Context: an optimization exercise on an open-source flow, tuned for small area, a short achievable clock period and few clock cycles per item. The choices shown serve that exercise and are no tape-out recipe. In this exercise RTL edits were held to simulation tests only and were not proved equivalent to the original.

==> flow/design.v, too long to show whole: its modules and the start of the top module <==
// module sram_sequencer: 140 lines
// module chroma_upsampler: 68 lines
// module fir9_a: 152 lines
// module colour_matrix: 61 lines
// module pixel_dp_a: 808 lines
// module yuv_to_rgb_top: 64 lines
module yuv_to_rgb_top (
	input  logic                Clock_50,
	input  logic                Resetn,
	input  logic                start,
	input  csc_pkg::sram_word_t sram_read_data,
	output csc_pkg::sram_req_t  sram_req,
	output logic                done
);
  // ...
==> flow/run.sh <==
#!/bin/bash
# synth_recipe.tcl (not shown) runs the flow's synth.tcl, then flattens the netlist and writes it again
# the make line also repeats each setting of config.mk as NAME=value (left out here)
make -C /OpenROAD-flow-scripts/flow DESIGN_CONFIG=/design/flow/config.mk WORK_HOME=/design/flow/orfs CLKGATE_MAP_FILE= SYNTH_SCRIPT=/design/flow/synth_recipe.tcl finish
==> flow/config.mk <==
export PLATFORM = sky130hd
export DESIGN_NAME = yuv_to_rgb_top
export DESIGN_NICKNAME = yuv_to_rgb_top
export VERILOG_FILES = /design/flow/design.v
export SDC_FILE = /design/flow/constraint.sdc
export NUM_CORES = 4
export LEC_CHECK = 0
export ABC_AREA = 1
export CAP_MARGIN = 20
export CORE_MARGIN = 2
export CORE_UTILIZATION = 40
export SLEW_MARGIN = 20
==> flow/constraint.sdc <==
create_clock -name core_clock -period 15.0 [get_ports {Clock_50}]
set_input_delay 3.0000 -clock core_clock [delete_from_list [all_inputs] [get_ports {Clock_50}]]
set_output_delay 3.0000 -clock core_clock [all_outputs]
set_load 0.01 [all_outputs]
==> results.cfg, run 1 <==
[status]
status = no timing/DRC/antenna violations

[final_layout]
postLayoutCoreUtil_pct = 45.0
clock_area_share_pct = 5.09
finalInstanceArea_um2 = 24100
seq_cell_count = 351
seq_area_share_pct = 35.4
dominant_cells = multi-input gates
multi_input_area_um2 = 11200
largest_reg_flops = 96

[place]
routabilityCongestion = 0.911

[global_route]
grt-ovfl-total = 0
grtUsageMet1_pct = 24.4

[sta]
drv_slew = 0
worst_slack_ns = 10.42
hold_viol = 0

[cts]
cts_sinks = 351
post-cts-setup-buffer-count = 0
htreeDepth = 2

[setup_path]
cp.depth = 1
cp.arrival_ns = 1.58

[die]
tap_cells = 696

[logic_synthesis]
muxShareOfSynthArea_pct = 0.0463
synth.top_cell.area_share_pct = 22.4
synth_compound_area_share_pct = 4.80

[power]
Testbench counts, summed over its fixed seeds: cycles 39,408, rows 48.
==> inputs of run 2 (changes only) <==
--- a/flow/config.mk
+++ b/flow/config.mk
@@ -5,7 +5,6 @@
 export SDC_FILE = /design/flow/constraint.sdc
 export NUM_CORES = 4
 export LEC_CHECK = 0
-export ABC_AREA = 1
 export CAP_MARGIN = 20
 export CORE_MARGIN = 2
 export CORE_UTILIZATION = 40
==> results.cfg, run 2 <==
[cts]
cts_resized = 0
clk_pin_slew_ns = 0.06
cts_made_buffers = 39
cts_buffer_depth = 3
cts_tree = built
htreeDepth = 2
cts_sinks = 351
cts_root_buffer = clkbuf_16
cts_hold_buf = 0
insertion_delay_ns = 0.57
post-cts-setup-buffer-count = 0

[final_layout]
mostFrequentLayoutCells = 379 x inv_1, 242 x fa_1, 198 x dfxtp_1
stdcell_count = 2643
layout_commonest_cell = inv_1
layout-drive-gt1-share_pct = 6.01
reg_top3 = u_upsampler.w (96), u_upsampler.s0_q (17)
largest_reg_flops = 96
antennaDiodeCount = 0
fillers = 4965
regMostFlops = u_upsampler.w
area_delta_synth_final_pct = 12.2
layout.nets = 2367

[die]
dieWidth_um = 236
initial_core_util_pct = 40.3
rows = 85
core_area_um2 = 53600
io_pins = 55
die_h_um = 236
die_area_um2 = 55900

[sta]
drv_slew = 0
period_needed_ns = 4.60
clock.fmax_mhz = 217
min_period_over_period_pct = 30.7
skew_ns = 0.0211
finalSetupTns_ns = 0
worstMarginPinSlew_ns = 1.03
setup_viol = 0
rsz0062_at_grt = false
maxSlewHeadroom_pct = 31.3
hold_viol = 0

[route]
drcViolationCount = 0
final_antenna_net_count = 0
vias_per_cell = 5.00
first_pass_iters = 7
routed_wirelength_um = 47300
drt_iter0_drc = 872
num_vias = 13200
post_drt_wl_per_cell_um = 17.9

[logic_synthesis]
synth_xor_area_share_pct = 2.59
muxShareOfSynthArea_pct = 2.39
synth.top_cell.area_share_pct = 22.4
synthTopCellsByArea = fa_1 22%, edfxtp_1 21%, dfxtp_1 18%
yosysMostFrequentCell = inv_1
synthArstFlopShare_pct = 1.14
synth.distinct_cells = 82
synth_simple_gate_area_share_pct = 5.39
postSynthCellCount = 1853
avgSynthCellArea_um2 = 11.7
syn_area_um2 = 21600
synth_compound_area_share_pct = 9.40
synthTopCellsByCount = 379 x inv_1, 242 x fa_1, 198 x dfxtp_1
syn_nets = 2302
ys_ff_latch = 351
yosys.area.top_type = fa_1
ys_seq_area_share_pct = 39.5
synth_top_family_by_area = adder cells
yosys_warnings = 3
synth_edf_count = 149
synth_flop_cell = dfxtp_1
synth_fa_ha_area_share_pct = 33.3

[global_route]
grt_pass1_vias = 14100
antenna_found_initial = 0
grt_usage_pct = 17.6
grtUsageMet1_pct = 24.0
use_met2_pct = 28.5
grt_max_degree = 59
grt_pass1_wl_um = 76700
grtUsageMet3_pct = 3.74
grt-ovfl-total = 0
grt.busiest_layer = met2

[setup_path]
end_kind = output pin
rrSetupSlack_ns = 10.83
slowest_stage = clkdlybuf4s50_1
path_class = flip-flop to output pin
crit_fanout = 1
cp.arrival_ns = 1.60
crit_family = buffers and inverters
cp_data_required_time_ns = 12.00
crit_chain = clkdlybuf4s50_1
critPathBufInv = 1
critical_path.max_stage_delay_ns = 0.53
cp-start-kind = flip-flop

[place]
place_inst = 2573
hpwl_um = 36600
routabilityCongestion = 0.888
io_buffers = 53

[run]
drv_cap = 0

[status]
status = no timing/DRC/antenna violations

[hold_path]
worst_hold_path_type = flip-flop to flip-flop
## run 2: changes by cell type after synthesis, moves of 26 or more
cell	delta
nand4_1	-26
nand2_1	-245
mux2i_1	+27
nand3_1	-95
inv_1	-67
xnor2_1	+27
## run 2: routing by layer
| layer | up-vias | share of wire (%) |
|---|---|---|
| met1 | 6615 | 46 |
| li1 | 6220 | - |
| met4 | 0 | 2.1 |
| met5 | - | 0 |
| met2 | 317 | 47 |
| met3 | 73 | 5.7 |
## run 2: area by class of cell
type	instances	area (um^2)	area share [%]
clock buffer	54	1090	4.51
clock inverter	16	228	0.939
inverter	380	1430	5.88
multi-input combinational	1084	11500	47.4
sequential	351	8540	35.2
tap	696	871	3.59
timing repair buffer	62	598	2.47
## run 2: cells by family (layout without fill, tap and decap cells)
logic type / count (synthesis) / in the layout
DFF: 351 / 351
adders and majority gates: 430 / 430
AOI/OAI and AO/OA: 294 / 294
and+or+nand+nor: 246 / 246
xor gates and xnor gates: 64 / 64
muxes: 49 / 49
buffers and inverters: 418 / 512
other: 1 / 1
## run 2: path summary, 6_finish.rpt
kind / cells after the start / from / end
worst max-delay path: 1 / u_sequencer.we_n_q / sram_req[0]
worst min-delay path: 0 / u_upsampler.sum_o[0] / u_upsampler.s0_q[1]
worst max register to register: 19 / u_upsampler.s1_q[0] / u_upsampler.v[3]
worst min register to register: 0 / u_upsampler.sum_o[0] / u_upsampler.s0_q[1]
max in group asynchronous: 1 / Resetn / u_sequencer.we_n_q
min in group asynchronous: 1 / Resetn / u_sequencer.pro
## run 2: stage by stage
| step | cell area (um^2) | hold WS (ns) | utilization [%] | setup slack (ns) |
|---|---|---|---|---|
| 5_1_grt | 24200 | 0.418 | 45.2 | 10.35 |
| 3_5_place_dp | 22900 | 0.405 | 42.8 | 10.83 |
| 4_1_cts | 24200 | 0.404 | 45.2 | 10.37 |
| 6_report | 24200 | 0.399 | 45.2 | 10.40 |
| 2_1_floorplan | 21600 | 0.355 | - | 8.37 |
| 3_3_place_gp | 22900 | 0.401 | 42.8 | 10.86 |
==> inputs of run 3 (changes only) <==
--- a/flow/config.mk
+++ b/flow/config.mk
@@ -5,7 +5,10 @@
 export SDC_FILE = /design/flow/constraint.sdc
 export NUM_CORES = 4
 export LEC_CHECK = 0
+export ABC_AREA = 1
 export CAP_MARGIN = 20
 export CORE_MARGIN = 2
 export CORE_UTILIZATION = 40
+export CTS_BUF_LIST = sky130_fd_sc_hd__clkbuf_4 sky130_fd_sc_hd__clkbuf_8
+export CTS_CLUSTER_SIZE = 30
 export SLEW_MARGIN = 20
==> results.cfg, run 3 <==
[final_layout]
mostFrequentLayoutCells = 446 x inv_1, 306 x nand2_1, 242 x fa_1
layout.nets = 2602
area_delta_synth_final_pct = 11.8
layout_commonest_cell = inv_1
largest_reg_flops = 96
reg_top3 = u_upsampler.w (96), u_upsampler.s0_q (17)
layout-drive-gt1-share_pct = 6.32
fillers = 5069
regMostFlops = u_upsampler.w

[cts]
cts_sinks = 351
cts_hold_buf = 0
htreeDepth = 2
cts_root_buffer = clkbuf_8
cts_made_buffers = 57
cts_resized = 0
insertion_delay_ns = 0.64
cts_tree = built
clk_pin_slew_ns = 0.06
cts_buffer_depth = 3
post-cts-setup-buffer-count = 0

[sta]
min_period_over_period_pct = 31.1
maxSlewHeadroom_pct = 32.6
rsz0062_at_grt = false
setup_viol = 0
skew_ns = 0.0194
drv_slew = 0
worstMarginPinSlew_ns = 1.01
clock.fmax_mhz = 214
period_needed_ns = 4.67
hold_viol = 0
finalSetupTns_ns = 0

[setup_path]
critPathBufInv = 1
reg2regPathDepth = 12
critical_path.max_stage_delay_ns = 0.52
cp-start-kind = flip-flop
r2r-start = u_upsampler.y[1]
crit_chain = clkdlybuf4s50_1
path_class = flip-flop to output pin
cp_data_required_time_ns = 12.00
end_kind = output pin
rrSetupSlack_ns = 11.03
rr_endpoint = u_matrix.g_cq
slowest_stage = dfstp_2
cp.arrival_ns = 1.67
crit_family = flip-flops
crit_fanout = 1

[route]
num_vias = 13900
first_pass_iters = 5
post_drt_wl_per_cell_um = 16.5
vias_per_cell = 4.78
final_antenna_net_count = 0
drt_iter0_drc = 873
routed_wirelength_um = 47800
drcViolationCount = 0

[logic_synthesis]
syn_area_um2 = 21600
synthArstFlopShare_pct = 1.14
synth_flop_cell = dfxtp_1
ys_ff_latch = 351
postSynthCellCount = 2063
syn_nets = 2512
synth.top_cell.area_share_pct = 22.4
ys_seq_area_share_pct = 39.5
synth_edf_count = 149
synthTopCellsByCount = 446 x inv_1, 306 x nand2_1, 242 x fa_1
synth.distinct_cells = 51
avgSynthCellArea_um2 = 10.5
synthTopCellsByArea = fa_1 22%, edfxtp_1 21%, dfxtp_1 18%
yosys_warnings = 3
yosys.area.top_type = fa_1
yosysMostFrequentCell = inv_1

[global_route]
grt_pass1_wl_um = 77700
grt-ovfl-total = 0
grt_max_degree = 57
antenna_found_initial = 3
grt_pass1_vias = 14600
grt_usage_pct = 17.8

[die]
core_area_um2 = 53600
die_area_um2 = 55900
rows = 85
dieWidth_um = 236
initial_core_util_pct = 40.3
die_h_um = 236
io_pins = 55

[place]
io_buffers = 53
hpwl_um = 37100
routabilityCongestion = 0.911

[status]
status = no timing/DRC/antenna violations

[hold_path]
hold-path-endpoint = u_upsampler.s0_q[1]
worst_hold_path_type = flip-flop to flip-flop
hold_path_depth = 0
hp-start = u_upsampler.sum_o[0]

[run]
drv_cap = 0
-- run 3: metrics by stage --
step	util (%)	hold WS (ns)	instances	worst slack (ns)	area, um^2
6_report	45.0	0.384	2898	10.33	24100
5_1_grt	45.0	0.398	2898	10.26	24100
4_1_cts	45.0	0.387	2897	10.27	24100
3_5_place_dp	42.7	0.378	2790	10.99	22900
3_3_place_gp	42.7	0.383	2790	10.98	22900
2_1_floorplan	-	0.355	2063	11.41	21600
-- run 3: cell families after synthesis --
kind of cell | Yosys count | share of synthesized area [%]
flops | 351 | 39.5
compound gates | 185 | 4.80
other cells | 1 | 0.0174
mux | 1 | 0.0463
buf+inv | 485 | 8.71
simple gates | 562 | 11.6
fa+ha+maj | 430 | 33.3
xor+xnor | 48 | 1.95
-- run 3: cell type report --
| type | instances | area [um^2] | share of cell area (%) |
|---|---|---|---|
| Multi-Input combinational cell | 1227 | 11200 | 46.3 |
| Sequential cell | 351 | 8540 | 35.4 |
| Inverter | 456 | 1710 | 7.09 |
| Clock buffer | 83 | 1050 | 4.34 |
| Tap cell | 696 | 871 | 3.61 |
| Timing Repair Buffer | 60 | 583 | 2.41 |
| Clock inverter | 24 | 209 | 0.865 |
| Antenna cell | 1 | 2.50 | 0.0104 |
-- run 3: layer usage --
metal	vias to the layer above	share of wire, %	wire length, um	track usage, %
met5	-	0	0	0
met4	0	2.4	1150	5.35
met3	72	5.2	2480	3.28
met2	346	46	22100	28.8
met1	6743	46	22000	24.3
li1	6699	-	-	-
-- run 3: worst max path at each step --
stage	from	endpoint	cells after the start
floorplan	u_sequencer.we_n_q	sram_req[0]	1
global placement	u_sequencer.we_n_q	sram_req[0]	1
detailed placement	u_sequencer.we_n_q	sram_req[0]	1
CTS	u_sequencer.we_n_q	sram_req[0]	1
global route	u_sequencer.we_n_q	sram_req[0]	1
finish	u_sequencer.we_n_q	sram_req[0]	1
==> inputs of run 4 (changes only) <==
==> flow/flow/run.sh (new file) <==
#!/bin/bash
# The standard layout, with the port buffers that global placement inserts
# made of buf_4 cells instead of the default choice.
set -euo pipefail
bash standard.sh synth > synth.log 2>&1
BUFFER_PORTS_ARGS="-buffer_cell sky130_fd_sc_hd__buf_4" bash standard.sh finish > layout.log 2>&1
==> flow/standard.sh (new file) <==
#!/bin/bash
# synth_recipe.tcl (not shown) runs the flow's synth.tcl, then flattens the netlist and writes it again
# the make line also repeats each setting of config.mk as NAME=value (left out here)
make -C /OpenROAD-flow-scripts/flow DESIGN_CONFIG=/design/flow/config.mk WORK_HOME=/design/flow/orfs CLKGATE_MAP_FILE= SYNTH_SCRIPT=/design/flow/synth_recipe.tcl "${@:-finish}"
--- a/flow/config.mk
+++ b/flow/config.mk
@@ -9,6 +9,4 @@
 export CAP_MARGIN = 20
 export CORE_MARGIN = 2
 export CORE_UTILIZATION = 40
-export CTS_BUF_LIST = sky130_fd_sc_hd__clkbuf_4 sky130_fd_sc_hd__clkbuf_8
-export CTS_CLUSTER_SIZE = 30
 export SLEW_MARGIN = 20
removed: flow/run.sh
==> results.cfg, run 4 <==
[status]
status = no timing/DRC/antenna violations

[setup_path]
cp_data_required_time_ns = 12.00
critical_path.max_stage_delay_ns = 0.52
cp.depth = 1
crit_fanout = 1
path_class = flip-flop to output pin
startpoint = u_sequencer.we_n_q
critPathBufInv = 1
cp.arrival_ns = 1.18
rrSetupSlack_ns = 11.19
endpoint = sram_req[0]
crit_family = flip-flops
cp-start-kind = flip-flop
reg2regPathDepth = 11
rr_endpoint = u_matrix.g_cq
slowest_stage = dfstp_2
crit_chain = buf_4
end_kind = output pin
r2r-start = u_upsampler.y[1]

[place]
postPlaceCellArea_um2 = 22800
io_buffers = 53
hpwl_um = 38500
place_inst = 2790
routabilityCongestion = 0.893

[cts]
cts_resized = 0
cts_tree = built
cts_root_buffer = clkbuf_16
cts_sinks = 351
cts_made_buffers = 39
insertion_delay_ns = 0.56
htreeDepth = 2
clk_pin_slew_ns = 0.07
post-cts-setup-buffer-count = 0
cts_buffer_depth = 3
cts_hold_buf = 0

[route]
post_drt_wl_per_cell_um = 17.1
drcViolationCount = 0
num_vias = 13800
first_pass_iters = 5
final_antenna_net_count = 0
drt_iter0_drc = 986
routed_wirelength_um = 49000
vias_per_cell = 4.82

[final_layout]
mostFrequentLayoutCells = 446 x inv_1, 306 x nand2_1, 242 x fa_1
area_delta_synth_final_pct = 11.6
layout_commonest_cell = inv_1
stdcell_count = 2862
largest_reg_flops = 96
reg_top3 = u_upsampler.w (96), u_upsampler.s0_q (17)
finalInstanceArea_um2 = 24100
layout-drive-gt1-share_pct = 7.25
layout.nets = 2584
regMostFlops = u_upsampler.w
antennaDiodeCount = 0

[sta]
clock.fmax_mhz = 239
worstMarginPinSlew_ns = 1.03
finalSetupTns_ns = 0
skew_ns = 0.0204
drv_slew = 0
min_period_over_period_pct = 27.8
maxSlewHeadroom_pct = 31.2
hold_viol = 0
setup_viol = 0
rsz0062_at_grt = false
period_needed_ns = 4.18

[logic_synthesis]
muxShareOfSynthArea_pct = 0.0463
synth_xor_area_share_pct = 1.95
synthTopCellsByArea = fa_1 22%, edfxtp_1 21%, dfxtp_1 18%
synth_fa_ha_area_share_pct = 33.3
synth.top_cell.area_share_pct = 22.4
synth_simple_gate_area_share_pct = 11.6
yosys.area.top_type = fa_1
ys_seq_area_share_pct = 39.5
synth_top_family_by_area = adder cells
synthArstFlopShare_pct = 1.14
synth_flop_cell = dfxtp_1
synth_compound_area_share_pct = 4.80
yosysMostFrequentCell = inv_1
ys_ff_latch = 351
postSynthCellCount = 2063
syn_nets = 2512
synth.distinct_cells = 51
avgSynthCellArea_um2 = 10.5
synthTopCellsByCount = 446 x inv_1, 306 x nand2_1, 242 x fa_1
synth_edf_count = 149
yosys_warnings = 3
syn_area_um2 = 21600

[global_route]
grt_max_degree = 50
grt_pass1_wl_um = 79500
grt_pass1_vias = 14600
antenna_found_initial = 0
grt-ovfl-total = 0
grt_usage_pct = 18.2

[hold_path]
worst_hold_path_type = flip-flop to flip-flop

[die]
die_h_um = 236
core_area_um2 = 53600
dieWidth_um = 236
io_pins = 55
initial_core_util_pct = 40.3
die_area_um2 = 55900
rows = 85

[run]
drv_cap = 0
## run 4: final cells by class
| class | instances | area [um^2] |
|---|---|---|
| Sequential cell | 351 | 8540 |
| Multi-Input combinational cell | 1227 | 11200 |
| Tap cell | 696 | 871 |
| Clock buffer | 52 | 1110 |
| Clock inverter | 20 | 250 |
| Timing Repair Buffer | 60 | 450 |
| Inverter | 456 | 1710 |
| Fill cell | 5007 | 29500 |
## run 4: how the worst min path moves through the flow
stage                     cells past startpoint             endpoint            startpoint
after floorplan                               0  u_upsampler.s0_q[1]  u_upsampler.sum_o[0]
after global placement                        0  u_upsampler.s0_q[1]  u_upsampler.sum_o[0]
after detailed placement                      0  u_upsampler.s0_q[1]  u_upsampler.sum_o[0]
after CTS                                     0  u_upsampler.s0_q[1]  u_upsampler.sum_o[0]
after global routing                          0  u_upsampler.s0_q[1]  u_upsampler.sum_o[0]
final                                         0  u_upsampler.s0_q[1]  u_upsampler.sum_o[0]
## run 4: metrics by stage
stage / setup slack [ns] / hold WS [ns] / utilization, %
floorplan: 11.41 / 0.355 / -
global route: 10.79 / 0.399 / 45.0
global placement: 11.20 / 0.385 / 42.4
finish: 10.82 / 0.381 / 45.0
detailed placement: 11.17 / 0.388 / 42.4
CTS: 10.80 / 0.383 / 45.0
## run 4: routing by layer
| layer | share of wire (%) | global-route usage, % | vias to the layer above |
|---|---|---|---|
| li1 | - | - | 6665 |
| met5 | 0 | 0 | - |
| met4 | 2.7 | 5.70 | 0 |
| met2 | 46 | 29.2 | 328 |
| met3 | 4.6 | 2.88 | 84 |
| met1 | 46 | 25.3 | 6707 |
## run 4: logic make-up (layout without fill, tap and decap cells)
logic type      after synthesis  in the layout
fa+ha+maj                   430            430
simple gates                562            562
compound gates              185            185
other cells                   1              1
flops                       351            351
mux                           1              1
xor+xnor                     48             48
buf+inv                     485            588

-- separate check: timing with driven ports --
The results above use ideal ports. As a check the final layouts listed here were re-extracted and re-timed, cells and wires unchanged. Step 1: set_driving_cell puts a clkbuf_16 on Clock_50 and a buf_2 on each other input, an assumption about the parent block. Step 2 also shifts input and output timing later by t, the mid clock arrival at the registers, as if the neighbouring blocks saw the same clock. Three values: ideal ports, drivers, drivers and shift; two values: the first two.
run	t, ns	setup WS [ns]	worst setup path at the end	slew at the worst register clock pin (ns)
run 1	0.615	10.420 / 10.360 / 10.975	register to output	0.07 / 0.07
run 2	0.617	10.399 / 10.338 / 10.833	register to register	0.07 / 0.07
run 3	0.686	10.333 / 10.277 / 10.963	register to output	0.07 / 0.07
run 4	0.611	10.825 / 10.761 / 11.185	register to register	0.07 / 0.07
After both steps setup and hold are still met in every run listed.
